Source: an optimization exercise on an open RTL-to-GDS flow (aim: small area, a short achievable clock period and few clock cycles). Production flows keep margins and buffers that such runs may drop.
At most, simulation tests tie the RTL to the original design; equivalence was not proved.
Function not checked in runs 1 and 7: the RTL went through the layout flow alone.

`design/flow/design.v`:
```
module uint_to_decimal_ascii_core (
    input  logic         i_clk,
    input  logic         i_rst_n,
    input  logic         in_valid,
    output logic         in_ready,
    input  logic [31:0]  in_value,
    output logic         out_valid,
    input  logic         out_ready,
    output logic [5:0]   out_char,
    output logic         out_last
);
    function automatic logic [39:0] dd4(input logic [39:0] bcd, input logic [3:0] nib);
        logic [39:0] b;
        b = bcd;
        for (int s = 3; s >= 0; s--) begin
            for (int j = 0; j < 9; j++) begin
                if (b[4*j +: 4] >= 4'd5) b[4*j +: 4] = b[4*j +: 4] + 4'd3;
            end
            b = {1'b0, b[37:0], nib[s]};
        end
        dd4 = b;
    endfunction
    function automatic logic [3:0] lead_digit(input logic [39:0] bcd);
        logic [3:0] k;
        k = '0;
        for (int j = 1; j < 10; j++) begin
            if (bcd[4*j +: 4] != 4'd0) k = 4'(j);
        end
        lead_digit = k;
    endfunction
    logic [31:0] r_b;         
    logic [2:0]  r_fidx;      
    logic        r_bvalid;    
    logic        r_bfirst;    
    logic        r_in_ready;
    logic [2:0] top;
    always_comb begin
        top = '0;
        for (int k = 3; k < 8; k++) begin
            if (in_value[4*k +: 4] != 4'd0) top = 3'(k - 2);
        end
    end
    function automatic logic [9:0] bcd8(input logic [7:0] v);
        logic [11:0] b;
        b = '0;
        for (int s = 7; s >= 0; s--) begin
            for (int j = 0; j < 3; j++) begin
                if (b[4*j +: 4] >= 4'd5) b[4*j +: 4] = b[4*j +: 4] + 4'd3;
            end
            b = {b[10:0], v[s]};
        end
        bcd8 = b[9:0];
    endfunction
    logic [3:0]  r_nib;       
    logic [9:0]  r_nhb;       
    logic        r_nv, r_nfirst, r_nlast;
    logic [39:0] r_cb;
    logic        r_cb_done;
    logic [39:0] r_ob;
    logic [3:0]  r_ob_ptr;
    logic        r_ob_full;
    logic        r_ovalid, r_olast, r_svalid, r_slast;
    logic [3:0]  r_odig, r_sdig;
    logic push, ob_free, cb_move, stall, step, fetch, take, o_free;
    logic [3:0]  f_nib;
    logic [7:0]  f_nhi;
    logic [35:0] b_up;    
    assign push    = r_ob_full && !r_svalid;
    assign ob_free = !r_ob_full || (push && r_ob_ptr == 4'd0);
    assign cb_move = r_cb_done && ob_free;
    assign stall   = r_nv && r_nfirst && r_cb_done && !cb_move;
    assign step    = r_nv && !stall;
    assign fetch   = r_bvalid && !stall;
    assign take    = in_valid && r_in_ready;
    assign b_up  = {8'd0, r_b[31:4]};
    assign f_nib = r_b[4*r_fidx +: 4];
    assign f_nhi = b_up[4*r_fidx +: 8];
    logic n_bvalid, n_bfirst, n_nv, n_nfirst, n_cb_done, n_ob_full, n_stall;
    logic [2:0] n_fidx;
    always_comb begin
        n_bvalid = r_bvalid;
        n_bfirst = r_bfirst;
        n_fidx   = r_fidx;
        n_nv     = fetch || (r_nv && stall);
        n_nfirst = fetch ? r_bfirst : r_nfirst;
        if (fetch) begin
            n_bfirst = 1'b0;
            n_fidx   = r_fidx - 3'd1;
            if (r_fidx == 3'd0) n_bvalid = 1'b0;
        end
        if (take) begin
            n_bvalid = 1'b1;
            n_bfirst = 1'b1;
            n_fidx   = top;
        end
        n_cb_done = (r_cb_done && !cb_move) || (step && r_nlast);
        n_ob_full = (r_ob_full && !(push && r_ob_ptr == 4'd0)) || cb_move;
        n_stall   = n_nv && n_nfirst && n_cb_done && n_ob_full;
    end
    assign o_free = !r_ovalid || out_ready;
    always_ff @(posedge i_clk) begin
        if (!i_rst_n) begin
            r_bvalid   <= 1'b0;
            r_nv       <= 1'b0;
            r_in_ready <= 1'b0;
            r_cb_done  <= 1'b0;
            r_ob_full  <= 1'b0;
            r_ovalid   <= 1'b0;
            r_svalid   <= 1'b0;
        end else begin
            r_bvalid   <= n_bvalid;
            r_nv       <= n_nv;
            r_in_ready <= !n_bvalid || (n_fidx == 3'd0 && !n_stall);
            r_cb_done  <= n_cb_done;
            r_ob_full  <= n_ob_full;
            if (o_free) begin
                r_ovalid <= r_svalid || push;
                r_svalid <= 1'b0;
            end else if (push) begin
                r_svalid <= 1'b1;
            end
        end
    end
    always_ff @(posedge i_clk) begin
        if (take) begin
            r_b <= in_value;
        end
        r_fidx   <= n_fidx;
        r_bfirst <= n_bfirst;
        r_nfirst <= n_nfirst;
        if (fetch) begin
            r_nib   <= f_nib;
            r_nhb   <= bcd8(f_nhi);
            r_nlast <= (r_fidx == 3'd0);
        end
        if (step) begin
            r_cb <= dd4(r_nfirst ? {30'd0, r_nhb} : r_cb, r_nib);
        end
        if (cb_move) begin
            r_ob     <= r_cb;
            r_ob_ptr <= lead_digit(r_cb);
        end else if (push) begin
            r_ob_ptr <= r_ob_ptr - 4'd1;
        end
        if (o_free) begin
            r_odig  <= r_svalid ? r_sdig : r_ob[4*r_ob_ptr +: 4];
            r_olast <= r_svalid ? r_slast : (r_ob_ptr == 4'd0);
        end else if (push) begin
            r_sdig  <= r_ob[4*r_ob_ptr +: 4];
            r_slast <= (r_ob_ptr == 4'd0);
        end
    end
    assign in_ready  = r_in_ready;
    assign out_valid = r_ovalid;
    assign out_char  = {2'b11, r_odig};
    assign out_last  = r_olast;
endmodule
```
`design/flow/flow/run.sh`:
```
#!/bin/bash
# The standard layout (standard.sh: the standard flow's own synthesis and ORFS flow), with its timing
# repair aiming for setup slack of SETUP_SLACK_MARGIN ns beyond the clock period, so that
# the achieved period comes out well below it. The make output goes to flow_make.log.
set -euo pipefail
export SETUP_SLACK_MARGIN=${MARGIN:-7.8}
bash standard.sh > flow_make.log 2>&1
```
`design/flow/standard.sh`:
```
#!/bin/bash
# synth_recipe.tcl (not shown) runs the flow's synth.tcl, then flattens the netlist and writes it again
# the make line also repeats each setting of config.mk as NAME=value (left out here)
make -C /OpenROAD-flow-scripts/flow DESIGN_CONFIG=/design/flow/config.mk WORK_HOME=/design/flow/orfs CLKGATE_MAP_FILE= SYNTH_SCRIPT=/design/flow/synth_recipe.tcl "${@:-finish}"
```
`design/flow/config.mk`:
```
export PLATFORM = sky130hd
export DESIGN_NAME = uint_to_decimal_ascii_core
export DESIGN_NICKNAME = uint_to_decimal_ascii_core
export VERILOG_FILES = /design/flow/design.v
export SDC_FILE = /design/flow/constraint.sdc
export NUM_CORES = 4
export LEC_CHECK = 0
export CAP_MARGIN = 20
export CORE_MARGIN = 2
export CORE_UTILIZATION = 40
export PLACE_DENSITY = 0.6
export SLEW_MARGIN = 20
```
`design/flow/constraint.sdc`:
```
create_clock -name core_clock -period 11.0 [get_ports {i_clk}]
set_input_delay 2.2000 -clock core_clock [delete_from_list [all_inputs] [get_ports {i_clk}]]
set_output_delay 2.2000 -clock core_clock [all_outputs]
set_load 0.01 [all_outputs]
```
==> results of run 1 <==
[state kept, by name (all words and copies together) (netlist names), 3 cells and up]
name	cells
r_ob	39
r_b	32
r_sdig	4
r_nib	4
r_nhb	10
r_fidx	3
r_ob_ptr	4
r_odig	4
r_cb	39
[worst reg2reg max path: cells and delay by family (launching register included)]
kind	cells	cell delay (ns)
flip-flops	1	0.43
buffers and inverters	5	0.59
AO/OA/AOI/OAI	7	1.18
XOR/XNOR	3	0.41
adder cells (fa/ha/maj)	4	0.75
AND/OR/NAND/NOR	8	0.86
multiplexers	2	0.88
[path summary, 6_finish.rpt]
check / from / endpoint / slack, ns / depth (start not counted)
max: r_b[29]$_DFFE_PP_ / r_nhb[4]$_DFFE_PP_ / 5.59 / 29
min: r_nib[0]$_DFFE_PP_ / r_cb[0]$_DFFE_PP_ / 0.43 / 0
max reg2reg: r_b[29]$_DFFE_PP_ / r_nhb[4]$_DFFE_PP_ / 5.59 / 29
min reg2reg: r_nib[0]$_DFFE_PP_ / r_cb[0]$_DFFE_PP_ / 0.43 / 0
[cells by family (layout without fill, tap and decap cells)]
| logic type | count (synthesis) | in the layout | share of synthesized area |
|---|---|---|---|
| buf+inv | 108 | 331 | 0.0406 |
| flops | 151 | 151 | 0.411 |
| other cells | 1 | 2 | 0.000349 |
| fa+ha+maj | 85 | 85 | 0.0991 |
| simple gates | 305 | 307 | 0.149 |
| mux | 120 | 120 | 0.135 |
| xor+xnor | 45 | 45 | 0.0374 |
| compound gates | 219 | 219 | 0.128 |
[stage by stage]
step	worst slack, ns	instance area (um2)	instances	util
CTS	5.67	14700	1538	0.561
floorplan	5.61	11800	1035	-
global route	5.37	15900	1595	0.607
finish	5.59	15900	1595	0.607
global placement	4.82	12500	1388	0.477
detailed placement	4.65	12500	1388	0.477
[layout make-up]
cell class / instances / share of cell area
clock inverter: 15 / 0.0106
tap: 335 / 0.0263
multi-input combinational: 778 / 0.520
sequential: 151 / 0.278
timing repair buffer: 220 / 0.119
inverter: 79 / 0.0196
clock buffer: 17 / 0.0267
[placed cells by master (no fill, tap or decap), types with 16 or more instances in the layout]
master | synthesis | routed
buf_4 | 2 | 148
edfxtp_1 | 139 | 139
nor2_1 | 84 | 59
nand2_1 | 59 | 55
a21oi_1 | 80 | 51
ha_2 | 0 | 45
inv_1 | 76 | 43
mux2i_1 | 73 | 40
nand2b_4 | 0 | 35
ha_4 | 0 | 33
inv_2 | 1 | 30
o21ai_0 | 51 | 28
nor2b_4 | 0 | 21
buf_6 | 2 | 21
mux2i_4 | 0 | 19
nor2_2 | 0 | 19
a21oi_4 | 0 | 18
clkbuf_16 | 0 | 18
xnor2_2 | 1 | 17
mux2_2 | 30 | 16
mux4_2 | 16 | 16
[what timing repair did]
action | 4_1_cts | 5_1_grt
hold buffers | 0 | 0
pin swaps | 103 | 90
gates cloned | 3 | 1
setup endpoints to repair | 162 | 51
resized for setup | 229 | 167
buffers inserted | 115 | 56
[per-layer routing]
metal	up-vias	wire, um	part of all wire
met5	-	0	0
met4	0	280	0.011
met3	22	662	0.025
met2	118	14200	0.53
met1	4180	11500	0.43
li1	4190	-	-
==> results by group, run 1 <==
Run status
  – Status: no timing/DRC/antenna violations

Cells and area
  – Multi-input logic area: 8280 um2
  – Fill count: 2,027
  – Share of cells above drive strength 1: 0.504
  – Area Overhead vs Synth: 48.4%
  – Final nets: 1,368
  – Register area: 4430 um2
  – Diode count: 0

Timing
  – RSZ-0062 raised after global routing: yes
  – Final Hold Fails: 0
  – Setup Viol. Count Final: 0
  – Worst clock skew: 0.0135 ns
  – WHS: 0.429 ns
  – Slew margin rel.: 0.443
  – Setup TNS: 0 ns
  – Worst-Margin Slew: 0.836 ns
  – Final slew viol count: 0
  – Final Critical Period: 5.41 ns
  – Fin crit share: 0.492
  – F_max: 185 MHz

Synthesis
  – Synth Register Bits: 151
  – Post-synth top area share: 0.389
  – Sequential cell area fraction in the yosys report: 0.411
  – Most frequent cells after synthesis: edfxtp_1 (139), ha_1 (85), nor2_1 (84), a21oi_1 (80), inv_1 (76)
  – Most frequent cell after synthesis: edfxtp_1
  – Yosys cell types: 75
  – Async SR Flop Fraction: 0
  – Syn Area/Cell: 10.4 um2
  – Post-synth top flop: edfxtp_1
  – Dominant cells by area after synthesis: edfxtp_1 (39%), ha_1 (9.9%), mux2i_1 (6.8%), a21oi_1 (3.7%), mux4_2 (3.4%)
  – Post-synth EDFFs: 139
  – Largest area contributor in the netlist: edfxtp_1
  – Synthesized area: 10,700 um2
  – Ys Warns: 1
  – Post-synthesis cell count: 1,034

Route
  – Vias: 8,510
  – Antenna-violating nets left: 0
  – WL/cell: 16.7 um
  – Routed WL: 26,600 um
  – Starting DRT DRC Count: 425
  – Vias/cell: 5.34
  – Pre-antenna DRT Iters: 4
  – Remaining DRCs: 0

Hold path
  – Hold WC Path Type: flop to flop

Clock tree
  – Sink Count: 151
  – Max Buffers Root-to-Sink: 2
  – CTS tree: built
  – Total CTS buffers: 17
  – CTS root buf: clkbuf_16
  – CTS clk-pin slew, worst paths: 0.07 ns
  – # H-tree levels: 4
  – Clock Latency Late Sink: 0.43 ns

GRT
  – M3 GR Usage: 0.0289
  – Global route overflow: 0
  – Met1 GRT Util: 0.221
  – Vias in the first global route: 8,314
  – Top Usage Layer GRT: met2
  – First-pass GRT wire length: 41,600 um
  – Initial antenna violation count: 0
  – Largest net degree at the start of global routing: 34
  – Met2 Resource Use GR: 0.345
  – GRT Resource Usage Total: 0.184

Placement
  – PortBufs: 42
  – RD Place Congestion: 0.808
  – Hpwl dp: 16,500 um

Worst setup path
  – Max FO, Critical Path: 5
  – WP buf/inv: 5
  – Slowest stage delay, CP: 0.54 ns
  – Data required time at the worst endpoint: 11.15 ns
  – Startpoint types: flop
  – Slowest CP cell: mux4_2
  – Type of the worst setup path: flop to flop
  – CP arrival: 5.56 ns
  – CP delay by family, top: compound AO/OA/AOI/OAI gates
  – Crit. End Element: flop

Floorplanning
  – Num ports: 45
  – Die Width: 168 um
  – Die area: 28,200 um2
  – Die H: 168 um
  – Initial core utilization: 0.409
  – CORE AREA: 26,200 um2
  – Num rows: 59

Job
  – Max-cap violation count: 0
==> run 2, diff against run 1 <==
--- a/design/flow/design.v
+++ b/design/flow/design.v
@@ -9,14 +9,18 @@
     output logic [5:0]   out_char,
     output logic         out_last
 );
-    function automatic logic [39:0] dd4(input logic [39:0] bcd, input logic [3:0] nib);
-        logic [39:0] b;
+    function automatic logic [3:0] add3(input logic [3:0] d);
+        add3[3] = d[3] | (d[2] & (d[1] | d[0]));
+        add3[2] = (d[2] & !d[1] & !d[0]) | (d[3] & d[0]);
+        add3[1] = (!d[2] & d[1]) | (d[2] & d[1] & d[0]) | (d[3] & !d[0]);
+        add3[0] = (!d[3] & !d[2] & d[0]) | (d[2] & d[1] & !d[0]) | (d[3] & !d[0]);
+    endfunction
+    function automatic logic [38:0] dd4(input logic [38:0] bcd, input logic [3:0] nib);
+        logic [38:0] b;
         b = bcd;
         for (int s = 3; s >= 0; s--) begin
-            for (int j = 0; j < 9; j++) begin
-                if (b[4*j +: 4] >= 4'd5) b[4*j +: 4] = b[4*j +: 4] + 4'd3;
-            end
-            b = {1'b0, b[37:0], nib[s]};
+            for (int j = 0; j < 9; j++) b[4*j +: 4] = add3(b[4*j +: 4]);
+            b = {b[37:0], nib[s]};
         end
         dd4 = b;
     endfunction
@@ -36,34 +40,24 @@
     logic [2:0] top;
     always_comb begin
         top = '0;
-        for (int k = 3; k < 8; k++) begin
-            if (in_value[4*k +: 4] != 4'd0) top = 3'(k - 2);
+        for (int k = 2; k < 8; k++) begin
+            if (in_value[4*k +: 4] != 4'd0) top = 3'(k - 1);
         end
     end
-    function automatic logic [9:0] bcd8(input logic [7:0] v);
-        logic [11:0] b;
-        b = '0;
-        for (int s = 7; s >= 0; s--) begin
-            for (int j = 0; j < 3; j++) begin
-                if (b[4*j +: 4] >= 4'd5) b[4*j +: 4] = b[4*j +: 4] + 4'd3;
-            end
-            b = {b[10:0], v[s]};
-        end
-        bcd8 = b[9:0];
-    endfunction
     logic [3:0]  r_nib;       
-    logic [9:0]  r_nhb;       
+    logic [4:0]  r_nhb;       
     logic        r_nv, r_nfirst, r_nlast;
-    logic [39:0] r_cb;
+    logic [38:0] r_cb;
     logic        r_cb_done;
-    logic [39:0] r_ob;
+    logic [38:0] r_ob;
     logic [3:0]  r_ob_ptr;
     logic        r_ob_full;
     logic        r_ovalid, r_olast, r_svalid, r_slast;
     logic [3:0]  r_odig, r_sdig;
     logic push, ob_free, cb_move, stall, step, fetch, take, o_free;
-    logic [3:0]  f_nib;
-    logic [7:0]  f_nhi;
+    logic [3:0]  f_nib, f_nhi;
+    logic [3:0]  ob_dig;
+    logic [39:0] ob_x;
     logic [35:0] b_up;    
     assign push    = r_ob_full && !r_svalid;
     assign ob_free = !r_ob_full || (push && r_ob_ptr == 4'd0);
@@ -74,7 +68,9 @@
     assign take    = in_valid && r_in_ready;
     assign b_up  = {8'd0, r_b[31:4]};
     assign f_nib = r_b[4*r_fidx +: 4];
-    assign f_nhi = b_up[4*r_fidx +: 8];
+    assign f_nhi = b_up[4*r_fidx +: 4];
+    assign ob_x  = {1'b0, r_ob};
+    assign ob_dig = ob_x[4*r_ob_ptr +: 4];
     logic n_bvalid, n_bfirst, n_nv, n_nfirst, n_cb_done, n_ob_full, n_stall;
     logic [2:0] n_fidx;
     always_comb begin
@@ -130,23 +126,23 @@
         r_nfirst <= n_nfirst;
         if (fetch) begin
             r_nib   <= f_nib;
-            r_nhb   <= bcd8(f_nhi);
+            r_nhb   <= {(f_nhi >= 4'd10), f_nhi - ((f_nhi >= 4'd10) ? 4'd10 : 4'd0)};
             r_nlast <= (r_fidx == 3'd0);
         end
         if (step) begin
-            r_cb <= dd4(r_nfirst ? {30'd0, r_nhb} : r_cb, r_nib);
+            r_cb <= dd4(r_nfirst ? {34'd0, r_nhb} : r_cb, r_nib);
         end
         if (cb_move) begin
             r_ob     <= r_cb;
-            r_ob_ptr <= lead_digit(r_cb);
+            r_ob_ptr <= lead_digit({1'b0, r_cb});
         end else if (push) begin
             r_ob_ptr <= r_ob_ptr - 4'd1;
         end
         if (o_free) begin
-            r_odig  <= r_svalid ? r_sdig : r_ob[4*r_ob_ptr +: 4];
+            r_odig  <= r_svalid ? r_sdig : ob_dig;
             r_olast <= r_svalid ? r_slast : (r_ob_ptr == 4'd0);
         end else if (push) begin
-            r_sdig  <= r_ob[4*r_ob_ptr +: 4];
+            r_sdig  <= ob_dig;
             r_slast <= (r_ob_ptr == 4'd0);
         end
     end
==> design/flow/flow/run.sh (replaced) <==
#!/bin/bash
# The standard layout (standard.sh: the standard flow's own synthesis and ORFS flow), with its timing
# repair aiming for setup slack of SETUP_SLACK_MARGIN ns beyond the clock period, so that
# the achieved period comes out well below it. The make output goes to flow_make.log.
set -euo pipefail
export SETUP_SLACK_MARGIN=${MARGIN:-7.2}
bash standard.sh > flow_make.log 2>&1
==> run 2 against run 1 <==
Still clean on timing, DRC and antenna. Global-route usage shrank 0.69 points. Routed wire length down 7.5%. Final cell count shrank 7.8%. First-iteration DRC count grew 69%.
==> results by group, run 2 <==
Cells and area
  – Final nets: 1,164
  – Area Overhead vs Synth: 10.6%
  – Top flop regs: r_cb (39), r_ob (39), r_b (32)
  – Register area: 4270 um2
  – Fill count: 2,437
  – Most frequent cells in the layout: edfxtp_1 (134), nor2_1 (106), nand2_1 (105)
  – Most common cell after layout, fill and taps aside: edfxtp_1
  – Share of cells above drive strength 1: 0.101
  – Layout Cells excl Fill: 1,471
  – Diode count: 0
  – Multi-input logic area: 5740 um2

Worst setup path
  – Reg2reg setup slack: 7.63 ns
  – Data required time at the worst endpoint: 11.33 ns
  – Crit. End Element: flop
  – Max FO, Critical Path: 2
  – R2R Path End: r_cb[7]$_DFFE_PN_
  – Worst r2r path cells: 9
  – Reg2reg start: r_nfirst$_DFF_P_
  – Startpoint types: input port
  – Type of the worst setup path: input port to flop
  – CP arrival: 3.95 ns

Synthesis
  – Post-synthesis cell count: 1,136
  – Dominant cells by area after synthesis: edfxtp_1 (38%), a21oi_1 (4.0%), nor2_1 (3.9%), nand2_1 (3.7%), o21ai_0 (3.4%)
  – Post-synth top area share: 0.382
  – Syn Area/Cell: 9.27 um2
  – Yosys cell types: 93
  – Largest area contributor in the netlist: edfxtp_1
  – Most frequent cells after synthesis: edfxtp_1 (134), nor2_1 (108), nand2_1 (105), a21oi_1 (85), o21ai_0 (72)
  – Post-synth EDFFs: 134
  – Post-synth top flop: edfxtp_1
  – Most frequent cell after synthesis: edfxtp_1
  – Ys Warns: 1
  – Synthesized area: 10,500 um2
  – Async SR Flop Fraction: 0
  – Synth Register Bits: 146
  – Sequential cell area fraction in the yosys report: 0.405

Route
  – Antenna-violating nets left: 0
  – WL/cell: 16.7 um
  – Vias/cell: 6.04
  – Pre-antenna DRT Iters: 5
  – Vias: 8,882
  – Remaining DRCs: 0
  – Starting DRT DRC Count: 720
  – Routed WL: 24,600 um

Floorplanning
  – Num rows: 59
  – CORE AREA: 25,900 um2
  – Die H: 166 um
  – Num ports: 45
  – Initial core utilization: 0.406
  – Die Width: 166 um
  – Die area: 27,600 um2

GRT
  – Global route overflow: 0
  – Vias in the first global route: 8,020
  – GRT Resource Usage Total: 0.177
  – Largest net degree at the start of global routing: 65
  – First-pass GRT wire length: 40,900 um
  – Initial antenna violation count: 0

Placement
  – RD Place Congestion: 0.843
  – PortBufs: 42
  – Hpwl dp: 17,000 um
  – Dpl cells: 1,436

Run status
  – Status: no timing/DRC/antenna violations

Hold path
  – HP Start: r_nib[0]$_DFFE_PP_
  – Hold WC Path Type: flop to flop
  – Hold EP: r_cb[0]$_DFFE_PN_
  – Worst hold stages: 0

Clock tree
  – CTS tree: built
  – # H-tree levels: 4
  – CTS root buf: clkbuf_16
  – Cts hold-fix bufs: 0
  – CTS clk-pin slew, worst paths: 0.07 ns
  – Sink Count: 146
  – Total CTS buffers: 17
  – Max Buffers Root-to-Sink: 2
  – Clock Latency Late Sink: 0.43 ns

Job
  – Max-cap violation count: 0

Timing
  – Slew margin rel.: 0.291
  – Final Critical Period: 3.62 ns
  – Worst clock skew: 0.00909 ns
  – Final Hold Fails: 0
  – Fin crit share: 0.329
  – Setup Viol. Count Final: 0
  – Final slew viol count: 0
  – RSZ-0062 raised after global routing: no
  – Worst-Margin Slew: 1.06 ns
  – F_max: 276 MHz
  – Setup TNS: 0 ns
## run 2: cell families (layout without fill, tap and decap cells)
logic type	after synthesis	after routing	share of synthesized area
compound gates	395	395	0.261
xor+xnor	16	16	0.0133
other cells	1	2	0.000356
mux	53	53	0.0716
simple gates	408	408	0.189
fa+ha+maj	8	8	0.00880
buf+inv	109	108	0.0510
flops	146	146	0.405
## run 2: timing repair
action | CTS | global route
endpoints found under the setup margin | 1 | 7
gates resized for setup | 0 | 4
buffers inserted | 2 | 0
gates cloned | 1 | 0
hold endpoints to repair | 0 | 0
pin swaps | 0 | 0
## run 2: worst max-delay path, stage by stage
cell             delay [ns]
clkdlybuf4s50_1        0.42
nor4_1                 0.47
o41ai_1                0.17
nand2_1                0.11
a21boi_0               0.09
o22ai_1                0.22
a2111oi_1              0.09
o21a_1                 0.19
## run 2: layer usage
| layer | share of wire | global-route usage |
|---|---|---|
| met3 | 0.043 | 0.0288 |
| met2 | 0.46 | 0.277 |
| met4 | 0.016 | 0.0491 |
| met5 | 0 | 0 |
| met1 | 0.48 | 0.255 |
## run 2: stage by stage
| stage | area (um2) | hold slack (ns) | worst slack (ns) | utilization |
|---|---|---|---|---|
| floorplan | 10500 | 0.400 | 7.30 | - |
| global placement | 11000 | 0.402 | 6.55 | 0.424 |
| detailed placement | 11000 | 0.405 | 6.47 | 0.424 |
| CTS | 11600 | 0.430 | 7.24 | 0.449 |
| global route | 11600 | 0.450 | 7.21 | 0.449 |
| finish | 11600 | 0.430 | 7.38 | 0.449 |
## run 2: cell type report
type	count	area share
Tap cell	335	0.0360
Clock inverter	15	0.0161
Sequential cell	146	0.366
Clock buffer	17	0.0366
Multi-Input combinational cell	882	0.493
Timing Repair inverter	1	0.000430
Timing Repair Buffer	55	0.0448
Inverter	20	0.00677
## run 2: worst max-delay path by stage
stage	startpoint	end	slack (ns)	cells past startpoint
after floorplan	in_valid	r_in_ready$_SDFF_PN0_	7.30	6
after global placement	in_valid	r_in_ready$_SDFF_PN0_	6.55	7
after detailed placement	in_valid	r_in_ready$_SDFF_PN0_	6.47	7
after CTS	r_nfirst$_DFF_P_	r_cb[14]$_DFFE_PN_	7.24	9
after global routing	in_value[9]	r_in_ready$_SDFF_PN0_	7.21	7
final	in_value[13]	r_in_ready$_SDFF_PN0_	7.38	8
Testbench counts of run 2, summed over its fixed seeds: cycles 17,923.
==> run 3, diff against run 2 <==
==> design/flow/flow/run.sh (replaced) <==
#!/bin/bash
# The standard layout (standard.sh: the standard flow's own synthesis and ORFS flow), with its timing
# repair aiming for setup slack of SETUP_SLACK_MARGIN ns beyond the clock period, so that
# the achieved period comes out well below it. The make output goes to flow_make.log.
set -euo pipefail
export SETUP_SLACK_MARGIN=${MARGIN:-7.6}
bash standard.sh > flow_make.log 2>&1
==> run 3 against run 2 <==
Sequential share of layout area down 0.94 points. Critical path type unchanged. Still clean. Fmax up 7.6%. Design area up 2.7%. Area after synthesis unchanged. Via count up 1.4%. Die area unchanged. Register-to-register slack better by 0.19 ns. Non-clock buffer count up 7. Critical path depth down 1. Clock skew up 0.0016 ns.
==> results by group, run 3 <==
Timing
  – F_max: 297 MHz
  – Final slew viol count: 0
  – RSZ-0062 raised after global routing: no
  – Final Critical Period: 3.36 ns
  – Fin crit share: 0.306
  – Slew margin rel.: 0.370
  – WHS: 0.424 ns
  – Setup TNS: 0 ns
  – Setup Viol. Count Final: 0
  – Worst-Margin Slew: 0.944 ns
  – Worst clock skew: 0.0107 ns
  – Final Hold Fails: 0
  – Final setup margin: 7.64 ns

Clock tree
  – CTS root buf: clkbuf_16
  – # H-tree levels: 4
  – Max Buffers Root-to-Sink: 2
  – Clock Latency Late Sink: 0.43 ns
  – CTS clk-pin slew, worst paths: 0.07 ns
  – CTS tree: built
  – Cts hold-fix bufs: 0
  – Sink Count: 146
  – Total CTS buffers: 17

Hold path
  – Hold WC Path Type: flop to flop
  – HP Start: r_nib[0]$_DFFE_PP_
  – Hold EP: r_cb[0]$_DFFE_PN_
  – Worst hold stages: 0

Cells and area
  – Most common cell after layout, fill and taps aside: edfxtp_1
  – Area Overhead vs Synth: 13.5%
  – Final Cell Area: 11,900 um2
  – Layout Utilization: 0.461
  – Most frequent cells in the layout: edfxtp_1 (134), nor2_1 (105), nand2_1 (102)
  – Share of cells above drive strength 1: 0.127
  – Diode count: 0
  – Top flop regs: r_cb (39), r_ob (39), r_b (32)
  – Final nets: 1,171

Worst setup path
  – Crit. End Element: flop
  – Data required time at the worst endpoint: 11.32 ns
  – Startpoint types: input port
  – Reg2reg start: r_cb[19]$_DFFE_PN_
  – Max FO, Critical Path: 2
  – Worst r2r path cells: 7
  – Reg2reg setup slack: 7.82 ns
  – CP arrival: 3.69 ns
  – R2R Path End: r_cb[23]$_DFFE_PN_
  – Type of the worst setup path: input port to flop

Floorplanning
  – Die area: 27,600 um2
  – Initial core utilization: 0.406
  – Die Width: 166 um
  – CORE AREA: 25,900 um2
  – Die H: 166 um
  – Num rows: 59
  – Num ports: 45

Route
  – Starting DRT DRC Count: 694
  – Vias: 9,008
  – Routed WL: 25,300 um
  – Pre-antenna DRT Iters: 5
  – Remaining DRCs: 0
  – Vias/cell: 6.09
  – WL/cell: 17.1 um
  – Antenna-violating nets left: 0

Synthesis
  – Largest family of logic cells by synthesized area: compound AO/OA/AOI/OAI gates
  – Compound-Gate Fraction of Synth Area: 0.261
  – Ys Warns: 1
  – Dominant cells by area after synthesis: edfxtp_1 (38%), a21oi_1 (4.0%), nor2_1 (3.9%), nand2_1 (3.7%), o21ai_0 (3.4%)
  – Post-Synth Simple-Gate Area: 0.189
  – Yosys cell types: 93
  – Post-synthesis cell count: 1,136
  – Most frequent cells after synthesis: edfxtp_1 (134), nor2_1 (108), nand2_1 (105), a21oi_1 (85), o21ai_0 (72)
  – Post-synth top area share: 0.382
  – Post-Synth Adder-Cell Area: 0.00880
  – Synthesized area: 10,500 um2
  – XOR/XNOR Fraction of Synth Area: 0.0133
  – Sequential cell area fraction in the yosys report: 0.405
  – Async SR Flop Fraction: 0
  – Syn Area/Cell: 9.27 um2
  – Most frequent cell after synthesis: edfxtp_1
  – Post-synthesis mux area share: 0.0716
  – Post-synth EDFFs: 134
  – Synth Register Bits: 146
  – Largest area contributor in the netlist: edfxtp_1
  – Post-synth top flop: edfxtp_1

GRT
  – Initial antenna violation count: 0
  – GRT Resource Usage Total: 0.182
  – Vias in the first global route: 8,236
  – Global route overflow: 0
  – Largest net degree at the start of global routing: 65
  – First-pass GRT wire length: 42,000 um

Placement
  – Dpl ws: 6.62 ns
  – RD Place Congestion: 0.828
  – Placed instance area: 11,000 um2
  – Hpwl dp: 17,100 um
  – PortBufs: 42

Run status
  – Status: no timing/DRC/antenna violations

Job
  – Max-cap violation count: 0
==> run 3: cells by family (layout without fill, tap and decap cells) <==
group / after synthesis / in the layout
AND/OR/NAND/NOR: 408 / 408
AO/OA/AOI/OAI: 395 / 395
flip-flops: 146 / 146
buffers and inverters: 109 / 115
multiplexers: 53 / 53
XOR/XNOR: 16 / 16
adder cells (fa/ha/maj): 8 / 8
other: 1 / 2
==> run 3: timing repair <==
item,4_1_cts,5_1_grt
buffers inserted,2,7
endpoints found under the setup margin,64,20
pin swaps,0,12
gates cloned,1,0
gates resized for setup,18,45
==> run 3: per-layer routing <==
| layer | global-route usage | vias to the layer above | routed length [um] |
|---|---|---|---|
| li1 | - | 4425 | - |
| met1 | 0.260 | 4320 | 12000 |
| met2 | 0.290 | 235 | 11700 |
| met3 | 0.0298 | 28 | 1250 |
| met4 | 0.0461 | 0 | 350 |
| met5 | 0 | - | 0 |
==> run 3: worst max path at each step <==
stage | startpoint | end
6_report | in_value[22] | r_in_ready$_SDFF_PN0_
5_1_grt | in_value[22] | r_in_ready$_SDFF_PN0_
4_1_cts | in_value[9] | r_in_ready$_SDFF_PN0_
3_5_place_dp | in_valid | r_in_ready$_SDFF_PN0_
3_3_place_gp | in_valid | r_in_ready$_SDFF_PN0_
2_1_floorplan | in_valid | r_in_ready$_SDFF_PN0_
==> run 3: cell type report <==
cell class,instances,area [um2]
fill,2440,14000
multi-input combinational,882,5920
sequential,146,4270
timing repair buffer,62,619
clock buffer,17,425
tap,335,419
clock inverter,15,210
inverter,20,78.8
timing repair inverter,1,7.51
==> run 3: worst max-delay path, cell delays in order <==
cell and delay [ns]:
clkdlybuf4s50_1 0.46, nor4_4 0.33, nand2_2 0.12, a21oi_2 0.16, a2bb2oi_2 0.19, a2111oi_2 0.05, o21a_1 0.18
==> run 3: stage by stage <==
step           std cells
2_1_floorplan       1137
3_3_place_gp        1436
3_5_place_dp        1436
4_1_cts             1471
5_1_grt             1478
6_report            1478
==> run 4, diff against run 3 <==
--- a/design/flow/config.mk
+++ b/design/flow/config.mk
@@ -5,6 +5,7 @@
 export SDC_FILE = /design/flow/constraint.sdc
 export NUM_CORES = 4
 export LEC_CHECK = 0
+export ABC_AREA = 1
 export CAP_MARGIN = 20
 export CORE_MARGIN = 2
 export CORE_UTILIZATION = 40
==> run 4 against run 3 <==
First-iteration DRC count is 3.9% lower. Largest cell class is now flip-flops and latches. Flip-flop and latch count stayed put. Still clean on timing, DRC and antenna. Non-clock buffer count shrank 15. Critical endpoint unchanged. Sequential share of layout area up 6.3 points. Setup slack improved by 0.070 ns.
==> results by group, run 4 <==
Run status
  – Status: no timing/DRC/antenna violations

Placement
  – Dpl ws: 7.18 ns
  – RD Place Congestion: 0.838
  – PortBufs: 42
  – Hpwl dp: 14,600 um

Cells and area
  – Area Overhead vs Synth: 14.0%
  – Diode count: 0
  – Most frequent cells in the layout: nand2_1 (326), nor2_1 (138), inv_1 (137)
  – Multi-input logic area: 3970 um2
  – Fill count: 2,121
  – Final nets: 1,230
  – Share of cells above drive strength 1: 0.0948
  – Register area: 4270 um2
  – Top flop regs: r_cb (39), r_ob (39), r_b (32)
  – Most common cell after layout, fill and taps aside: nand2_1

Worst setup path
  – CP arrival: 3.60 ns
  – Crit. End Element: flop
  – Startpoint types: input port
  – Slowest CP cell: clkdlybuf4s50_1
  – Worst r2r path cells: 13
  – Most common cell on crit path: nand2_1
  – CP delay by family, top: simple AND/OR/NAND/NOR gates
  – WP buf/inv: 1
  – Type of the worst setup path: input port to flop
  – Critical path depth: 8
  – Max FO, Critical Path: 8
  – Crit path from: in_valid
  – Reg2reg start: r_ob_ptr[0]$_DFFE_PP_
  – Slowest stage delay, CP: 0.45 ns
  – Crit path cell chain: clkdlybuf4s50_1, nand2_1, nor4_2, nand2_1, nand2_1, nor2_1, nand3_1, a21oi_2
  – Data required time at the worst endpoint: 11.30 ns

Job
  – Max-cap violation count: 0

Floorplanning
  – Die area: 23,400 um2
  – Initial core utilization: 0.408
  – CORE AREA: 21,800 um2
  – Num ports: 45
  – Die Width: 153 um
  – Num rows: 54
  – Die H: 153 um

Synthesis
  – Post-synthesis cell count: 1,144
  – Most frequent cell after synthesis: nand2_1
  – Post-synth top flop: edfxtp_1
  – Async SR Flop Fraction: 0
  – Synthesized area: 8900 um2
  – Syn Area/Cell: 7.78 um2
  – Post-synth EDFFs: 134
  – Yosys cell types: 48
  – Largest area contributor in the netlist: edfxtp_1
  – Dominant cells by area after synthesis: edfxtp_1 (45%), nand2_1 (14%), inv_1 (5.9%), nor2_1 (5.9%), nand3_1 (5.5%)
  – Synth Register Bits: 146
  – Ys Warns: 1
  – Most frequent cells after synthesis: nand2_1 (326), inv_1 (139), nor2_1 (139), edfxtp_1 (134), nand3_1 (98)
  – Post-synth top area share: 0.452
  – Sequential cell area fraction in the yosys report: 0.479

Clock tree
  – Total CTS buffers: 17
  – CTS clk-pin slew, worst paths: 0.06 ns
  – Cts hold-fix bufs: 0
  – CTS tree: built
  – # H-tree levels: 4
  – Sink Count: 146
  – Max Buffers Root-to-Sink: 2
  – CTS root buf: clkbuf_16
  – Clock Latency Late Sink: 0.42 ns

Route
  – Starting DRT DRC Count: 667
  – WL/cell: 13.2 um
  – Vias/cell: 5.03
  – Vias: 7,450
  – Remaining DRCs: 0
  – Pre-antenna DRT Iters: 5
  – Routed WL: 19,600 um
  – Antenna-violating nets left: 0

GRT
  – Vias in the first global route: 6,691
  – GRT Resource Usage Total: 0.169
  – Largest net degree at the start of global routing: 45
  – First-pass GRT wire length: 32,400 um
  – Global route overflow: 0
  – Initial antenna violation count: 0

Hold path
  – Worst hold stages: 0
  – HP Start: r_nib[0]$_DFFE_PP_
  – Hold WC Path Type: flop to flop

Timing
  – RSZ-0062 raised after global routing: yes
  – Final Hold Fails: 0
  – Worst clock skew: 0.00872 ns
  – Final setup margin: 7.71 ns
  – Final slew viol count: 0
  – Setup Viol. Count Final: 0
  – Worst-Margin Slew: 0.854 ns
  – Setup TNS: 0 ns
  – WHS: 0.452 ns
  – Fin crit share: 0.299
  – F_max: 304 MHz
  – Slew margin rel.: 0.430
  – Final Critical Period: 3.29 ns
## run 4: cell types whose count changed after synthesis, moves of 16 or more
cell      change
inv_1       +119
nand2_1     +221
nand2b_1     -19
mux2i_1      -21
buf_2        -19
o21a_1       -17
nor2_1       +31
nand3_1      +66
clkbuf_1     -37
a21oi_1      -51
mux4_2       -16
nor3_1       -26
a31oi_1      -20
o21ai_1      +24
## run 4: final timing paths
path                            to  slack [ns]
min              r_cb[0]$_DFFE_PN_        0.45
max reg2reg  r_ob_ptr[2]$_DFFE_PP_        7.91
max          r_in_ready$_SDFF_PN0_        7.71
min reg2reg      r_cb[0]$_DFFE_PN_        0.45
## run 4: routing by layer
metal / GRT usage / share of wire / vias to the layer above
met1: 0.250 / 0.51 / 3383
li1: - / - / 3906
met5: 0 / 0 / -
met4: 0.0414 / 0.0090 / 0
met2: 0.257 / 0.44 / 151
met3: 0.0320 / 0.040 / 10
## run 4: area by class of cell
type                    instances  share of cell area
clock inverters                13             0.00876
multi-input cells             824               0.391
well taps                     280              0.0345
clock buffers                  19              0.0427
flip-flops and latches        146               0.420
repair buffers                 47              0.0448
inverters                     152              0.0571
repair inverters                1            0.000493
## run 4: through the flow
stage	cell area (um2)	instances	util
3_5_place_dp	9570	1447	0.438
6_report	10100	1482	0.465
2_1_floorplan	8900	1145	-
5_1_grt	10100	1482	0.465
3_3_place_gp	9570	1447	0.438
4_1_cts	10100	1479	0.462
## run 4: logic make-up after synthesis
family	Yosys count	share of synthesized area
compound gates	184	0.126
xor+xnor	4	0.00394
fa+ha+maj	5	0.00703
buf+inv	175	0.0793
flops	146	0.479
other cells	1	0.000422
simple gates	629	0.304
## run 4: repair_timing
action	4_1_cts	5_1_grt
pin swaps	0	2
gates resized for setup	7	11
endpoints found under the setup margin	7	42
setup buffers	0	2
cloned	0	1
==> run 5, diff against run 4 <==
==> design/flow/flow/run.sh (replaced) <==
#!/bin/bash
# The standard layout (standard.sh: the standard flow's own synthesis and ORFS flow) with two changes
# to how it is made: the timing repair aims for SETUP_SLACK_MARGIN ns of setup slack, so
# that the achieved period comes out well below the clock period, and each port gets the
# smallest buffer cell (repair may still resize it). The make output goes to
# flow_make.log.
set -euo pipefail
export SETUP_SLACK_MARGIN=${MARGIN:-7.6}
export BUFFER_PORTS_ARGS="-buffer_cell sky130_fd_sc_hd__buf_1"
bash standard.sh > flow_make.log 2>&1
==> run 5 against run 4 <==
Non-clock buffer count fell by 2. Critical path depth fell by 7. Flip-flop and latch count unchanged. First-iteration DRC count is 19% lower. Final cell count fell by 0.13%. Fmax rose by 5.6%. Area after synthesis did not move. Critical path type is now flop to output pin. Critical endpoint is now in_ready.
==> results by group, run 5 <==
Floorplanning
  – Num rows: 54
  – Num ports: 45
  – Initial core utilization: 0.408
  – CORE AREA: 21,800 um2
  – Die H: 153 um
  – Die Width: 153 um
  – Die area: 23,400 um2

Clock tree
  – # H-tree levels: 4
  – CTS clk-pin slew, worst paths: 0.06 ns
  – Sink Count: 146
  – CTS tree: built
  – Clock Latency Late Sink: 0.42 ns
  – Total CTS buffers: 17
  – CTS root buf: clkbuf_16
  – Cts hold-fix bufs: 0
  – Max Buffers Root-to-Sink: 2

Timing
  – Final slew viol count: 0
  – Final Hold Fails: 0
  – Fin crit share: 0.284
  – Worst clock skew: 0.00694 ns
  – Slew margin rel.: 0.425
  – Worst-Margin Slew: 0.861 ns
  – Setup Viol. Count Final: 0
  – Setup TNS: 0 ns
  – RSZ-0062 raised after global routing: no
  – F_max: 321 MHz
  – Final Critical Period: 3.12 ns

Cells and area
  – Most frequent cells in the layout: nand2_1 (326), nor2_1 (138), inv_1 (137)
  – Most common cell after layout, fill and taps aside: nand2_1
  – Final nets: 1,228
  – Area Overhead vs Synth: 11.7%
  – Share of cells above drive strength 1: 0.0900
  – Diode count: 0
  – Final Cell Area: 9940 um2
  – Top flop regs: r_cb (39), r_ob (39), r_b (32)

Synthesis
  – Yosys cell types: 48
  – Post-synth EDFFs: 134
  – Synth Register Bits: 146
  – Most frequent cells after synthesis: nand2_1 (326), inv_1 (139), nor2_1 (139), edfxtp_1 (134), nand3_1 (98)
  – Syn Area/Cell: 7.78 um2
  – Dominant cells by area after synthesis: edfxtp_1 (45%), nand2_1 (14%), inv_1 (5.9%), nor2_1 (5.9%), nand3_1 (5.5%)
  – Ys Warns: 1
  – Largest area contributor in the netlist: edfxtp_1
  – Post-synth top flop: edfxtp_1
  – Post-synthesis cell count: 1,144
  – Synthesized area: 8900 um2
  – Post-synth top area share: 0.452
  – Sequential cell area fraction in the yosys report: 0.479
  – Async SR Flop Fraction: 0
  – Most frequent cell after synthesis: nand2_1

Worst setup path
  – Max FO, Critical Path: 2
  – WP buf/inv: 1
  – Slowest CP cell: dfxtp_1
  – Data required time at the worst endpoint: 8.80 ns
  – CP arrival: 0.92 ns
  – Reg2reg start: r_ob_ptr[0]$_DFFE_PP_
  – Startpoint types: flop
  – R2R Path End: r_ob_ptr[3]$_DFFE_PP_
  – Reg2reg setup slack: 7.93 ns
  – Type of the worst setup path: flop to output pin
  – CP delay by family, top: flip-flops
  – Crit path cell chain: buf_1
  – Crit. End Element: output pin
  – Slowest stage delay, CP: 0.34 ns
  – Worst r2r path cells: 11

Hold path
  – Worst hold stages: 0
  – Hold WC Path Type: flop to flop
  – Hold EP: r_cb[0]$_DFFE_PN_
  – HP Start: r_nib[0]$_DFFE_PP_

Route
  – Pre-antenna DRT Iters: 5
  – Routed WL: 19,300 um
  – Met3 Routed Length: 736 um
  – Routed met2 length: 8460 um
  – Remaining DRCs: 0
  – Vias/cell: 5.01
  – Antenna-violating nets left: 0
  – WL/cell: 13.0 um
  – Metal-1 WL: 9870 um
  – DR top layer: met4
  – Vias: 7,421
  – Starting DRT DRC Count: 539

GRT
  – Initial antenna violation count: 0
  – Largest net degree at the start of global routing: 40
  – First-pass GRT wire length: 32,500 um
  – Global route overflow: 0
  – Vias in the first global route: 6,833
  – GRT Resource Usage Total: 0.170

Placement
  – PortBufs: 42
  – RD Place Congestion: 0.824
  – Hpwl dp: 14,100 um
  – Placed instance area: 9310 um2

Job
  – Max-cap violation count: 0

Run status
  – Status: no timing/DRC/antenna violations
[run 5: changes by cell type in the layout (fill, tap and decap cells not counted), sizes merged]
| cell | before | now |
|---|---|---|
| buf | 5 | 45 |
| bufinv | 0 | 4 |
| clkdlybuf4s50 | 33 | 0 |
| clkinv | 7 | 8 |
| clkinvlp | 9 | 3 |
| dlygate4sd2 | 7 | 0 |
| dlymetal6s2s | 2 | 0 |
| nor2 | 149 | 150 |
[run 5: worst max-delay path by stage]
stage | from | endpoint | slack (ns) | cells past startpoint
after floorplan | in_valid | r_b[0]$_DFFE_PP_ | 7.62 | 2
after global placement | in_valid | r_b[11]$_DFFE_PP_ | 7.22 | 3
after detailed placement | r_ob_ptr[0]$_DFFE_PP_ | r_ob_ptr[3]$_DFFE_PP_ | 7.42 | 11
after CTS | r_ob_ptr[0]$_DFFE_PP_ | r_ob[32]$_DFFE_PN_ | 7.67 | 8
after global routing | r_ob_ptr[0]$_DFFE_PP_ | r_ob_ptr[2]$_DFFE_PP_ | 7.62 | 12
final | r_in_ready$_SDFF_PN0_ | in_ready | 7.88 | 1
[run 5: kinds of logic after synthesis]
group | synth area share
other | 0.000422
flip-flops | 0.479
adder cells (fa/ha/maj) | 0.00703
buffers and inverters | 0.0793
AO/OA/AOI/OAI | 0.126
AND/OR/NAND/NOR | 0.304
XOR/XNOR | 0.00394
[run 5: layout make-up]
| cell class | count | area, um2 |
|---|---|---|
| Clock buffer | 19 | 433 |
| Sequential cell | 146 | 4270 |
| Fill cell | 2101 | 11900 |
| Inverter | 152 | 577 |
| Clock inverter | 13 | 184 |
| Tap cell | 280 | 350 |
| Timing Repair Buffer | 45 | 180 |
| Multi-Input combinational cell | 825 | 3950 |
[run 5: per-stage QoR]
step / utilization / instances / hold WS, ns / worst slack, ns
after floorplan: - / 1145 / 0.400 / 7.62
after global placement: 0.426 / 1447 / 0.413 / 7.22
after detailed placement: 0.426 / 1447 / 0.416 / 7.42
after CTS: 0.455 / 1480 / 0.433 / 7.67
after global routing: 0.455 / 1480 / 0.445 / 7.62
final: 0.455 / 1480 / 0.431 / 7.88
[run 5: what timing repair did]
| item | CTS | global route |
|---|---|---|
| gates cloned | 1 | 0 |
| setup buffers | 0 | 0 |
| resized for setup | 0 | 2 |
| pin swaps | 1 | 0 |
| setup endpoints to repair | 7 | 10 |
| endpoints found under the hold margin | 0 | 0 |
[run 5: per-layer routing]
metal | GRT usage | vias up
met1 | 0.246 | 3361
met2 | 0.266 | 144
met4 | 0.0463 | 0
met5 | 0 | -
met3 | 0.0278 | 17
li1 | - | 3899
==> run 6, diff against run 5 <==
--- a/design/flow/config.mk
+++ b/design/flow/config.mk
@@ -8,6 +8,7 @@
 export ABC_AREA = 1
 export CAP_MARGIN = 20
 export CORE_MARGIN = 2
-export CORE_UTILIZATION = 40
-export PLACE_DENSITY = 0.6
+export CORE_UTILIZATION = 55
+export CTS_BUF_LIST = sky130_fd_sc_hd__clkbuf_8
+export PLACE_DENSITY = 0.65
 export SLEW_MARGIN = 20
==> run 6 against run 5 <==
Hold slack improved by 0.034 ns. Sequential share of layout area increased by 1.0 points. Critical path depth unchanged. Routed wire length increased by 0.71%. First-iteration DRC count increased by 20%. Critical path type unchanged. Critical endpoint is now out_last. Highest routed layer unchanged.
==> results by group, run 6 <==
Run status
  – Status: no timing/DRC/antenna violations

Clock tree
  – Cts hold-fix bufs: 0
  – Total CTS buffers: 17
  – CTS tree: built
  – CTS root buf: clkbuf_8
  – CTS clk-pin slew, worst paths: 0.07 ns
  – Sink Count: 146
  – Clock Latency Late Sink: 0.45 ns
  – Max Buffers Root-to-Sink: 2
  – # H-tree levels: 4

Route
  – Starting DRT DRC Count: 649
  – Routed WL: 19,400 um
  – Remaining DRCs: 0
  – WL/cell: 13.7 um
  – Vias: 7,565
  – Antenna-violating nets left: 0
  – Vias/cell: 5.34
  – Pre-antenna DRT Iters: 5

Floorplanning
  – CORE AREA: 15,800 um2
  – Die area: 17,200 um2
  – Initial core utilization: 0.562
  – Die Width: 131 um
  – Die H: 131 um
  – Num ports: 45
  – Num rows: 46

Worst setup path
  – CP arrival: 0.94 ns
  – WP buf/inv: 1
  – Crit path from: r_olast$_DFFE_PP_
  – Slowest stage delay, CP: 0.36 ns
  – Type of the worst setup path: flop to output pin
  – Critical path depth: 1
  – Reg2reg start: r_ob_ptr[0]$_DFFE_PP_
  – Worst r2r path cells: 9
  – CP delay by family, top: flip-flops
  – Slowest CP cell: edfxtp_1
  – Max FO, Critical Path: 1
  – Crit path cell chain: buf_1
  – Reg2reg setup slack: 8.07 ns
  – Data required time at the worst endpoint: 8.80 ns
  – R2R Path End: r_cb[17]$_DFFE_PN_
  – Crit. End Element: output pin
  – Worst setup path endpoint: out_last
  – Startpoint types: flop

Timing
  – Setup TNS: 0 ns
  – Fin crit share: 0.286
  – Final Critical Period: 3.14 ns
  – Final Hold Fails: 0
  – Worst clock skew: 0.0122 ns
  – Slew margin rel.: 0.451
  – Setup Viol. Count Final: 0
  – F_max: 318 MHz
  – Final slew viol count: 0
  – RSZ-0062 raised after global routing: no
  – Worst-Margin Slew: 0.823 ns

Cells and area
  – Layout Utilization: 0.613
  – Most frequent cells in the layout: nand2_1 (326), inv_1 (140), nor2_1 (138)
  – Share of cells above drive strength 1: 0.0908
  – Diode count: 0
  – Final nets: 1,229
  – Multi-input logic area: 3950 um2
  – Top flop regs: r_cb (39), r_ob (39), r_b (32)
  – Fill count: 1,405
  – Most common cell after layout, fill and taps aside: nand2_1
  – Area Overhead vs Synth: 9.10%
  – Register area: 4270 um2

Synthesis
  – Synthesized area: 8900 um2
  – Ys Warns: 1
  – Post-synth EDFFs: 134
  – Sequential cell area fraction in the yosys report: 0.479
  – Post-synthesis cell count: 1,144
  – Largest area contributor in the netlist: edfxtp_1
  – Syn Area/Cell: 7.78 um2
  – Yosys cell types: 48
  – Most frequent cells after synthesis: nand2_1 (326), inv_1 (139), nor2_1 (139), edfxtp_1 (134), nand3_1 (98)
  – Async SR Flop Fraction: 0
  – Most frequent cell after synthesis: nand2_1
  – Dominant cells by area after synthesis: edfxtp_1 (45%), nand2_1 (14%), inv_1 (5.9%), nor2_1 (5.9%), nand3_1 (5.5%)
  – Post-synth top flop: edfxtp_1
  – Post-synth top area share: 0.452
  – Synth Register Bits: 146

GRT
  – Largest net degree at the start of global routing: 33
  – Initial antenna violation count: 0
  – Global route overflow: 0
  – Vias in the first global route: 6,683
  – GRT Resource Usage Total: 0.232
  – First-pass GRT wire length: 32,100 um

Job
  – Max-cap violation count: 0

Placement
  – RD Place Congestion: 0.829
  – PortBufs: 42
  – Hpwl dp: 13,800 um

Hold path
  – Hold WC Path Type: flop to flop
[run 6: changes by cell type in the layout (fill, tap and decap cells not counted), moves of 2 or more]
cell and change:
clkbuf_1 -2, clkbuf_16 -17, clkbuf_8 +19, clkinv_4 -2
inv_1 +3
[run 6: logic make-up after synthesis]
family / count (synthesis) / synth area share
xor+xnor: 4 / 0.00394
buf+inv: 175 / 0.0793
simple gates: 629 / 0.304
flops: 146 / 0.479
other cells: 1 / 0.000422
fa+ha+maj: 5 / 0.00703
compound gates: 184 / 0.126
[run 6: per-stage QoR]
| stage | cell area, um2 | hold slack [ns] | setup WS (ns) | cells |
|---|---|---|---|---|
| 6_report | 9710 | 0.465 | 7.86 | 1417 |
| 5_1_grt | 9710 | 0.475 | 7.78 | 1417 |
| 4_1_cts | 9680 | 0.464 | 7.68 | 1415 |
| 3_5_place_dp | 9220 | 0.415 | 7.39 | 1382 |
| 3_3_place_gp | 9220 | 0.409 | 7.25 | 1382 |
| 2_1_floorplan | 8900 | 0.400 | 7.62 | 1145 |
[run 6: final cells by class]
cell class / count / share of cell area
clock buffers: 19 / 0.0269
repair buffers: 45 / 0.0186
clock inverters: 13 / 0.0200
multi-input cells: 825 / 0.407
repair inverters: 1 / 0.000516
well taps: 216 / 0.0278
inverters: 152 / 0.0598
flip-flops and latches: 146 / 0.439
[run 6: how the worst min path moves through the flow]
| stage | startpoint | endpoint | cells after the start |
|---|---|---|---|
| after CTS | r_nib[0]$_DFFE_PP_ | r_cb[0]$_DFFE_PN_ | 0 |
| after floorplan | r_nib[0]$_DFFE_PP_ | r_cb[0]$_DFFE_PN_ | 0 |
| final | r_cb[25]$_DFFE_PN_ | r_ob[25]$_DFFE_PN_ | 0 |
| after global routing | r_nib[0]$_DFFE_PP_ | r_cb[0]$_DFFE_PN_ | 0 |
| after detailed placement | r_nib[0]$_DFFE_PP_ | r_cb[0]$_DFFE_PN_ | 0 |
| after global placement | r_nib[0]$_DFFE_PP_ | r_cb[0]$_DFFE_PN_ | 0 |
[run 6: per-layer routing]
layer / vias up / share of wire / global-route usage / wire [um]
met2: 177 / 0.45 / 0.361 / 8790
met3: 22 / 0.047 / 0.0529 / 906
met5: - / 0 / 0 / 0
met1: 3458 / 0.49 / 0.332 / 9490
met4: 0 / 0.013 / 0.0568 / 255
li1: 3908 / - / - / -
[run 6: timing repair]
item                       CTS  global route
buffers inserted             0             1
pin swaps                    1             0
setup endpoints to repair   15            31
resized for setup            1             2
cloned                       1             1
==> run 7, diff against run 6 <==
--- a/design/flow/design.v
+++ b/design/flow/design.v
@@ -71,8 +71,9 @@
     assign f_nhi = b_up[4*r_fidx +: 4];
     assign ob_x  = {1'b0, r_ob};
     assign ob_dig = ob_x[4*r_ob_ptr +: 4];
-    logic n_bvalid, n_bfirst, n_nv, n_nfirst, n_cb_done, n_ob_full, n_stall;
+    logic n_bvalid, n_bfirst, n_nv, n_nfirst, n_cb_done, n_ob_full, n_stall, n_ready_nt, fits_first;
     logic [2:0] n_fidx;
+    assign fits_first = (in_value[31:8] == 24'd0);
     always_comb begin
         n_bvalid = r_bvalid;
         n_bfirst = r_bfirst;
@@ -84,14 +85,15 @@
             n_fidx   = r_fidx - 3'd1;
             if (r_fidx == 3'd0) n_bvalid = 1'b0;
         end
-        if (take) begin
-            n_bvalid = 1'b1;
+        if (r_in_ready) begin
             n_bfirst = 1'b1;
             n_fidx   = top;
         end
         n_cb_done = (r_cb_done && !cb_move) || (step && r_nlast);
         n_ob_full = (r_ob_full && !(push && r_ob_ptr == 4'd0)) || cb_move;
         n_stall   = n_nv && n_nfirst && n_cb_done && n_ob_full;
+        n_ready_nt = !n_bvalid || (n_fidx == 3'd0 && !n_stall);
+        if (take) n_bvalid = 1'b1;
     end
     assign o_free = !r_ovalid || out_ready;
     always_ff @(posedge i_clk) begin
@@ -106,7 +108,7 @@
         end else begin
             r_bvalid   <= n_bvalid;
             r_nv       <= n_nv;
-            r_in_ready <= !n_bvalid || (n_fidx == 3'd0 && !n_stall);
+            r_in_ready <= take ? (fits_first && !n_stall) : n_ready_nt;
             r_cb_done  <= n_cb_done;
             r_ob_full  <= n_ob_full;
             if (o_free) begin
@@ -118,7 +120,7 @@
         end
     end
     always_ff @(posedge i_clk) begin
-        if (take) begin
+        if (r_in_ready) begin
             r_b <= in_value;
         end
         r_fidx   <= n_fidx;
--- a/design/flow/config.mk
+++ b/design/flow/config.mk
@@ -8,7 +8,6 @@
 export ABC_AREA = 1
 export CAP_MARGIN = 20
 export CORE_MARGIN = 2
-export CORE_UTILIZATION = 55
-export CTS_BUF_LIST = sky130_fd_sc_hd__clkbuf_8
-export PLACE_DENSITY = 0.65
+export CORE_UTILIZATION = 40
+export PLACE_DENSITY = 0.6
 export SLEW_MARGIN = 20
==> run 7 against run 6 <==
Final cell count increased by 5.1%. Hold slack got worse by 0.011 ns. Count of clock-buffer cells in the layout shrank 1. Synthesized cell count up 0.61%. Non-clock buffer count up 3. Routed wire length is 2.6% higher. Critical path depth is 1 higher. Utilization decreased by 15 points. Highest routed layer unchanged. First-iteration DRC count is 25% lower.
==> results by group, run 7 <==
Synthesis
  – Largest family of logic cells by synthesized area: simple AND/OR/NAND/NOR gates
  – Syn Area/Cell: 7.83 um2
  – Compound-Gate Fraction of Synth Area: 0.127
  – Async SR Flop Fraction: 0
  – Dominant cells by area after synthesis: edfxtp_1 (45%), nand2_1 (13%), nor2_1 (5.8%), nand3_1 (5.7%), inv_1 (4.9%)
  – Post-Synth Simple-Gate Area: 0.314
  – Post-synthesis cell count: 1,151
  – Post-Synth Adder-Cell Area: 0.00694
  – Post-synth EDFFs: 134
  – Largest area contributor in the netlist: edfxtp_1
  – Yosys cell types: 47
  – Synthesized area: 9020 um2
  – XOR/XNOR Fraction of Synth Area: 0.000971
  – Synth Register Bits: 146
  – Sequential cell area fraction in the yosys report: 0.473
  – Ys Warns: 1
  – Most frequent cell after synthesis: nand2_1
  – Post-synth top flop: edfxtp_1
  – Post-synth top area share: 0.446
  – Most frequent cells after synthesis: nand2_1 (314), nor2_1 (139), edfxtp_1 (134), inv_1 (117), nand3_1 (103)
  – Post-synthesis mux area share: 0

Hold path
  – Worst hold stages: 2
  – Hold WC Path Type: flop to flop
  – HP Start: r_bfirst$_SDFFE_PP1N_

Job
  – Max-cap violation count: 0

Cells and area
  – Most frequent cells in the layout: nand2_1 (314), nor2_1 (138), edfxtp_1 (134)
  – Diode count: 0
  – Final nets: 1,237
  – Most common cell after layout, fill and taps aside: nand2_1
  – Share of cells above drive strength 1: 0.131
  – Register area: 4270 um2
  – Layout Cells excl Fill: 1,489
  – Final Cell Area: 10,100 um2
  – Top flop regs: r_cb (39), r_ob (39), r_b (32)
  – Area Overhead vs Synth: 12.0%
  – Multi-input logic area: 4070 um2
  – Fill count: 2,142

Clock tree
  – Clock Latency Late Sink: 0.42 ns
  – Max Buffers Root-to-Sink: 2
  – Sink Count: 146
  – CTS clk-pin slew, worst paths: 0.06 ns
  – CTS root buf: clkbuf_16
  – # H-tree levels: 4
  – Total CTS buffers: 17
  – CTS tree: built

Route
  – Antenna-violating nets left: 0
  – Remaining DRCs: 0
  – Pre-antenna DRT Iters: 5
  – WL/cell: 13.4 um
  – Starting DRT DRC Count: 486
  – Vias: 7,481
  – Routed WL: 20,000 um
  – Vias/cell: 5.02

Worst setup path
  – Crit. End Element: output pin
  – Startpoint types: flop
  – Type of the worst setup path: flop to output pin
  – Crit path from: r_in_ready$_SDFF_PN0_
  – Max FO, Critical Path: 18
  – Worst r2r path cells: 9
  – Reg2reg start: r_ob_ptr[0]$_DFFE_PP_
  – CP arrival: 1.14 ns
  – Data required time at the worst endpoint: 8.80 ns

Timing
  – Slew margin rel.: 0.424
  – Setup TNS: 0 ns
  – Worst clock skew: 0.0119 ns
  – WHS: 0.453 ns
  – RSZ-0062 raised after global routing: no
  – Final slew viol count: 0
  – Final Critical Period: 3.34 ns
  – Setup Viol. Count Final: 0
  – Final Hold Fails: 0
  – Worst-Margin Slew: 0.864 ns
  – F_max: 299 MHz
  – Fin crit share: 0.304

Placement
  – PortBufs: 42
  – Placed instance area: 9410 um2
  – RD Place Congestion: 0.808
  – Hpwl dp: 14,700 um
  – Dpl cells: 1,452

Run status
  – Status: no timing/DRC/antenna violations

GRT
  – Met2 Resource Use GR: 0.279
  – First-pass GRT wire length: 33,500 um
  – GRT Resource Usage Total: 0.174
  – Top Usage Layer GRT: met2
  – Vias in the first global route: 6,926
  – Largest net degree at the start of global routing: 36
  – M3 GR Usage: 0.0358
  – Global route overflow: 0
  – Met1 GRT Util: 0.243
  – Initial antenna violation count: 0

Floorplanning
  – Die H: 154 um
  – Initial core utilization: 0.411
  – Die area: 23,800 um2
  – Num ports: 45
  – Num rows: 54
  – Die Width: 154 um
  – CORE AREA: 22,000 um2
-- run 7: per-layer routing --
| metal | part of all wire | wire (um) | vias to the layer above |
|---|---|---|---|
| met5 | 0 | 0 | - |
| met4 | 0.0083 | 165 | 0 |
| met3 | 0.037 | 731 | 13 |
| met2 | 0.45 | 8920 | 122 |
| met1 | 0.51 | 10100 | 3398 |
| li1 | - | - | 3948 |
-- run 7: area by class of cell --
class,instances,share of cell area
clock buffers,18,0.0425
repair inverters,1,0.000496
repair buffers,48,0.0238
well taps,280,0.0347
clock inverters,14,0.0177
multi-input cells,836,0.403
inverters,146,0.0553
flip-flops and latches,146,0.423
-- run 7: path summary, 6_finish.rpt --
kind                                 to  slack [ns]
hold / removal    r_bfirst$_SDFFE_PP1N_        0.45
setup reg to reg     r_cb[17]$_DFFE_PN_        8.08
setup / recovery               in_ready        7.66
hold reg to reg   r_bfirst$_SDFFE_PP1N_        0.45
-- run 7: logic make-up (layout without fill, tap and decap cells) --
family / count (synthesis) / in the layout
buf+inv: 171 / 227
simple gates: 645 / 646
flops: 146 / 146
xor+xnor: 1 / 1
compound gates: 182 / 182
other cells: 1 / 2
fa+ha+maj: 5 / 5
-- run 7: metrics by stage --
stage,setup slack [ns],util
finish,7.66,0.460
global route,7.61,0.460
CTS,7.60,0.457
detailed placement,7.39,0.428
global placement,7.51,0.428
floorplan,7.74,-
-- run 7: timing repair --
item | CTS | global route
pin swaps | 1 | 0
hold buffers | 0 | 0
setup buffers | 0 | 1
gates resized for setup | 4 | 4
endpoints found under the setup margin | 30 | 35
gates cloned | 1 | 2
-- run 7: worst max-delay path, stage by stage (launching register included) --
cell and delay (ns):
dfxtp_4 0.39, buf_12 0.16, buf_1 0.16

separate check: timing with driven ports:
No port has a modelled driver above. Below, the same layouts with a new extraction and two added sets of constraints. Step 1 sets driving cells, clkbuf_16 on the clock port and buf_2 on the other inputs (assumed; they add their load-dependent delay and slew). Step 2 times the ports against the registers' clock, not the clock port: input delays grow and output delays shrink by t, the midpoint of the rising clock arrivals with the driver on. Three values: ideal ports, drivers, drivers and shift; two values: the first two.
run | t, ns | setup slack, ns | worst setup path after step 2 | latest minus earliest clock arrival (ns)
run 1 | 0.474 | 5.593 / 5.593 / 5.593 | register to register | 0.014 / 0.013
run 2 | 0.476 | 7.382 / 7.407 / 6.931 | input to register | 0.011 / 0.011
run 3 | 0.468 | 7.637 / 7.645 / 7.197 | input to register | 0.014 / 0.015
run 4 | 0.461 | 7.707 / 7.689 / 7.265 | input to register | 0.010 / 0.010
run 5 | 0.461 | 7.880 / 7.837 / 7.593 | input to register | 0.008 / 0.007
run 6 | 0.479 | 7.857 / 7.822 / 7.514 | input to register | 0.015 / 0.014
run 7 | 0.458 | 7.657 / 7.615 / 7.568 | input to register | 0.014 / 0.014
After both steps setup and hold are still met in every run listed. The setup slack of run 2, which loses most, moves by +0.025 ns with the drivers and by -0.451 ns with both steps.
